This is an optimization exercise on Yosys and OpenROAD, whose aim is small area, a short achievable clock period and few clock cycles per item, not a production implementation.

build 73:
// recombination_row_generator_core
module recombination_row_generator_core (
    input  logic                          clk,
    input  logic                          rst_n,
    input  logic                          in_valid,
    output logic                          in_stall,
    input  logic [rrg_pkg::GENO_W-1:0]    parent_a,
    input  logic [rrg_pkg::GENO_W-1:0]    parent_b,
    output logic                          out_valid,
    input  logic                          out_stall,
    output logic [rrg_pkg::GENO_W-1:0]    zygote,
    output logic [rrg_pkg::PROB_W-1:0]    probability,
    output logic                          last,
    input  logic                          cfg_valid,
    output logic                          cfg_ready,
    input  logic [rrg_pkg::CFG_IDX_W-1:0] cfg_index,
    input  logic [rrg_pkg::RATE_W-1:0]    cfg_data
);
    logic [LOCI_W-1:0] num_loci_reg;
    logic [RATE_W-1:0] rate_reg [RATE_REGS];
    assign cfg_ready = 1'b1;
    always_ff @(posedge clk or negedge rst_n)
    begin
        if (!rst_n)
        begin
            num_loci_reg <= LOCI_W'(1);
            for (int i = 0; i < RATE_REGS; i++)
            begin
  ...
==> flow/config.mk <==
export PLATFORM = sky130hd
export DESIGN_NAME = recombination_row_generator_core
export DESIGN_NICKNAME = recombination_row_generator_core
export VERILOG_FILES = /design/flow/design.v
export SDC_FILE = /design/flow/constraint.sdc
export NUM_CORES = 4
export LEC_CHECK = 0
export CAP_MARGIN = 20
export CORE_MARGIN = 2
export CORE_UTILIZATION = 40
export SLEW_MARGIN = 20
==> flow/constraint.sdc <==
create_clock -name core_clock -period 11.0 [get_ports {clk}]
set_input_delay 2.2000 -clock core_clock [delete_from_list [all_inputs] [get_ports {clk}]]
set_output_delay 2.2000 -clock core_clock [all_outputs]
set_load 0.01 [all_outputs]
standard.sh (not shown) runs the stock make flow with config.mk's settings and CLKGATE_MAP_FILE= SYNTH_SCRIPT=/design/flow/synth_recipe.tcl, a recipe that flattens the netlist after the stock synthesis.
==> flow/flow/run.sh <==
#!/bin/bash
# Standard layout with a larger setup repair margin, full log kept here.
bash standard.sh SETUP_SLACK_MARGIN=7 finish > standard.log 2>&1
Input-level comparison between build 3 and build 73:
==> flow/flow/run.sh <==
#!/bin/bash
# Standard layout without the adder cell map, with a larger setup repair
# margin; full log kept here.
bash standard.sh ADDER_MAP_FILE= SETUP_SLACK_MARGIN=7 finish > standard.log 2>&1
### Flow results
- A termination of the worst setup path of prob_reg[13] is what build 3 shows, while t_sum[0][5] belongs to build 73.
- Number of stages on the worst setup path: build 3 > build 73
- Build 3 vs build 73: non-filler instance count after layout up by more than 10%
- The higher cell count after placement of build 73 and build 3 is in build 3.
- Run comparison: build 73 combinational family with the most area after synthesis adder cells; build 3 combinational family with the most area after synthesis XOR/XNOR gates
- Met1 layer usage reported by global route delta for build 3 relative to build 73: 0.71 points lower
- The routed wire length in build 73 is 0.944 times that in build 3.
- Build 3 against build 73; die area is up by a few percent.
- Going from build 73 to build 3, CTS buffer count saw an increase, portion of netlist area occupied by mux cells saw an increase, sequential portion of the cell area saw a decrease.
#### Input delta (build 79 over build 3)
==> flow/flow/run.sh <==
#!/bin/bash
# Standard layout with a larger setup repair margin, full log kept here.
bash standard.sh SETUP_SLACK_MARGIN=7.5 finish > standard.log 2>&1
Findings:
| total length of routed met3 wires | higher: build 79 |. Against build 3, build 79 reports a share of post-route cells with drive strength above 1 that is higher. Delta (build 79 minus build 3): fraction of met3 tracks used by global routing went up, post-synthesis instance total now smaller, clock-buffer cell count has increased. Build 79 and build 3 ended up with roughly the same number of vias per cell after detailed routing.
No functional check of the RTL was part of any run of this note.

---

Setup of before:
recombination_row_generator_core, a different RTL version from the one above (not shown whole).
Size in the first run: roughly 4600 cells after synthesis, about 0.058 mm^2 of cells after synthesis.
// recombination_row_generator_core
module recombination_row_generator_core (
    input  logic                          clk,
    input  logic                          rst_n,
    input  logic                          in_valid,
    output logic                          in_stall,
    input  logic [rrg_pkg::GENO_W-1:0]    parent_a,
    input  logic [rrg_pkg::GENO_W-1:0]    parent_b,
    output logic                          out_valid,
    input  logic                          out_stall,
    output logic [rrg_pkg::GENO_W-1:0]    zygote,
    output logic [rrg_pkg::PROB_W-1:0]    probability,
    output logic                          last,
    input  logic                          cfg_valid,
    output logic                          cfg_ready,
    input  logic [rrg_pkg::CFG_IDX_W-1:0] cfg_index,
    input  logic [rrg_pkg::RATE_W-1:0]    cfg_data
);
    logic [LOCI_W-1:0] num_loci_reg;
    logic [RATE_W-1:0] rate_reg [RATE_REGS];
    assign cfg_ready = 1'b1;
    always_ff @(posedge clk or negedge rst_n)
    begin
        if (!rst_n)
        begin
            num_loci_reg <= LOCI_W'(1);
            for (int i = 0; i < RATE_REGS; i++)
            begin
                rate_reg[i] <= '0;
            end
        end
        else if (cfg_valid)
        begin
            if (cfg_index == REG_NUM_LOCI)
            begin
                num_loci_reg <= cfg_data[LOCI_W-1:0];
            end
            else if (cfg_index >= REG_RATE_FIRST && cfg_index <= REG_RATE_LAST)
            begin
                rate_reg[cfg_index - REG_RATE_FIRST] <= cfg_data;
            end
        end
    end
    logic [LOCI_W-1:0] n_used;
    always_comb
    begin
        if (num_loci_reg == '0)
            n_used = LOCI_W'(1);
        else if (num_loci_reg > LOCI_W'(MAX_LOCI))
            n_used = LOCI_W'(MAX_LOCI);
        else
            n_used = num_loci_reg;
    end
    logic [GENO_W-1:0] lmask;
    assign lmask = GENO_W'((GENO_W+1)'(1) << n_used) - GENO_W'(1);
    logic [RATE_W-1:0] reff [RATE_REGS];
    always_comb
    begin
        for (int g = 0; g < RATE_REGS; g++)
        begin
            reff[g] = (LOCI_W'(g + 1) < n_used) ? rate_reg[g] : '0;
        end
    end
    logic              eng_start;    
    logic              leaf_ok;
    logic              ph;           
    logic              cx_act  [2];
  ...
Settings: LEC_CHECK=0, ABC_CLOCK_PERIOD_IN_PS=4000, CAP_MARGIN=20, CORE_MARGIN=2, CORE_UTILIZATION=40, SLEW_MARGIN=20; clock period 11.0 ns.
run.sh (not shown) runs the stock make flow with config.mk's settings and CLKGATE_MAP_FILE= SYNTH_SCRIPT=/design/flow/synth_recipe.tcl, a recipe that flattens the netlist after the stock synthesis.
Stock flow here: none of the scripts above is used.
diff inputs: before => after
--- a/flow/config.mk
+++ b/flow/config.mk
@@ -7,3 +7,2 @@
 export LEC_CHECK = 0
-export ABC_CLOCK_PERIOD_IN_PS = 4000
 export CAP_MARGIN = 20
after completed every stage of the flow, and the final layout passed the timing, DRC and antenna checks.
Taking before as the reference, in after wire length of the first global-routing pass shows no meaningful change; number of fillers in the final layout shows no meaningful change; design area shows no meaningful change; die outline area shows no meaningful change.
Hold slack: after vs before identical
Synthesized cell count: before vs after, no meaningful difference
before -> after: final period utilization delta 0, exact match
Proportion of register bits with asynchronous set or reset after synthesis came out exactly the same in before and after.
No functional check of the RTL was part of any run of this note.

static timing again, ports no longer ideal:
The flow's constraints put no driver on any port. The routed layouts listed below were extracted and timed again, unchanged, in two steps.
Step 1, drivers: a clkbuf_16 drives clk and a buf_2 each remaining input, both assumed.
Step 2 also shifts input and output timing later by t, the mid clock arrival at the registers, as if the neighbouring blocks saw the same clock.
a / b / c = ideal ports / drivers / drivers and shift; a / b = the first two.
run	shift t [ns]	slack for setup (ns)	hold WS [ns]	latest minus earliest clock arrival (ns)	worst register clock-pin slew, ns
build 73	0.807	6.923 / 6.923 / 6.453	0.310 / 0.310 / 0.310	0.037 / 0.037	0.06 / 0.06
build 3	0.818	7.060 / 7.028 / 6.383	0.297 / 0.297 / 0.297	0.049 / 0.048	0.07 / 0.07
build 79	0.812	6.983 / 6.983 / 6.779	0.318 / 0.318 / 0.318	0.048 / 0.048	0.07 / 0.07
before	0.772	4.572 / 4.572 / 4.572	0.419 / 0.419 / 0.419	0.051 / 0.051	0.06 / 0.06
after	0.772	4.572 / 4.572 / 4.572	0.419 / 0.419 / 0.419	0.051 / 0.051	0.06 / 0.06
After both steps every run listed still meets setup and hold. For build 3, which loses most, drivers alone change the setup slack by -0.032 ns; drivers and shift together by -0.677 ns.
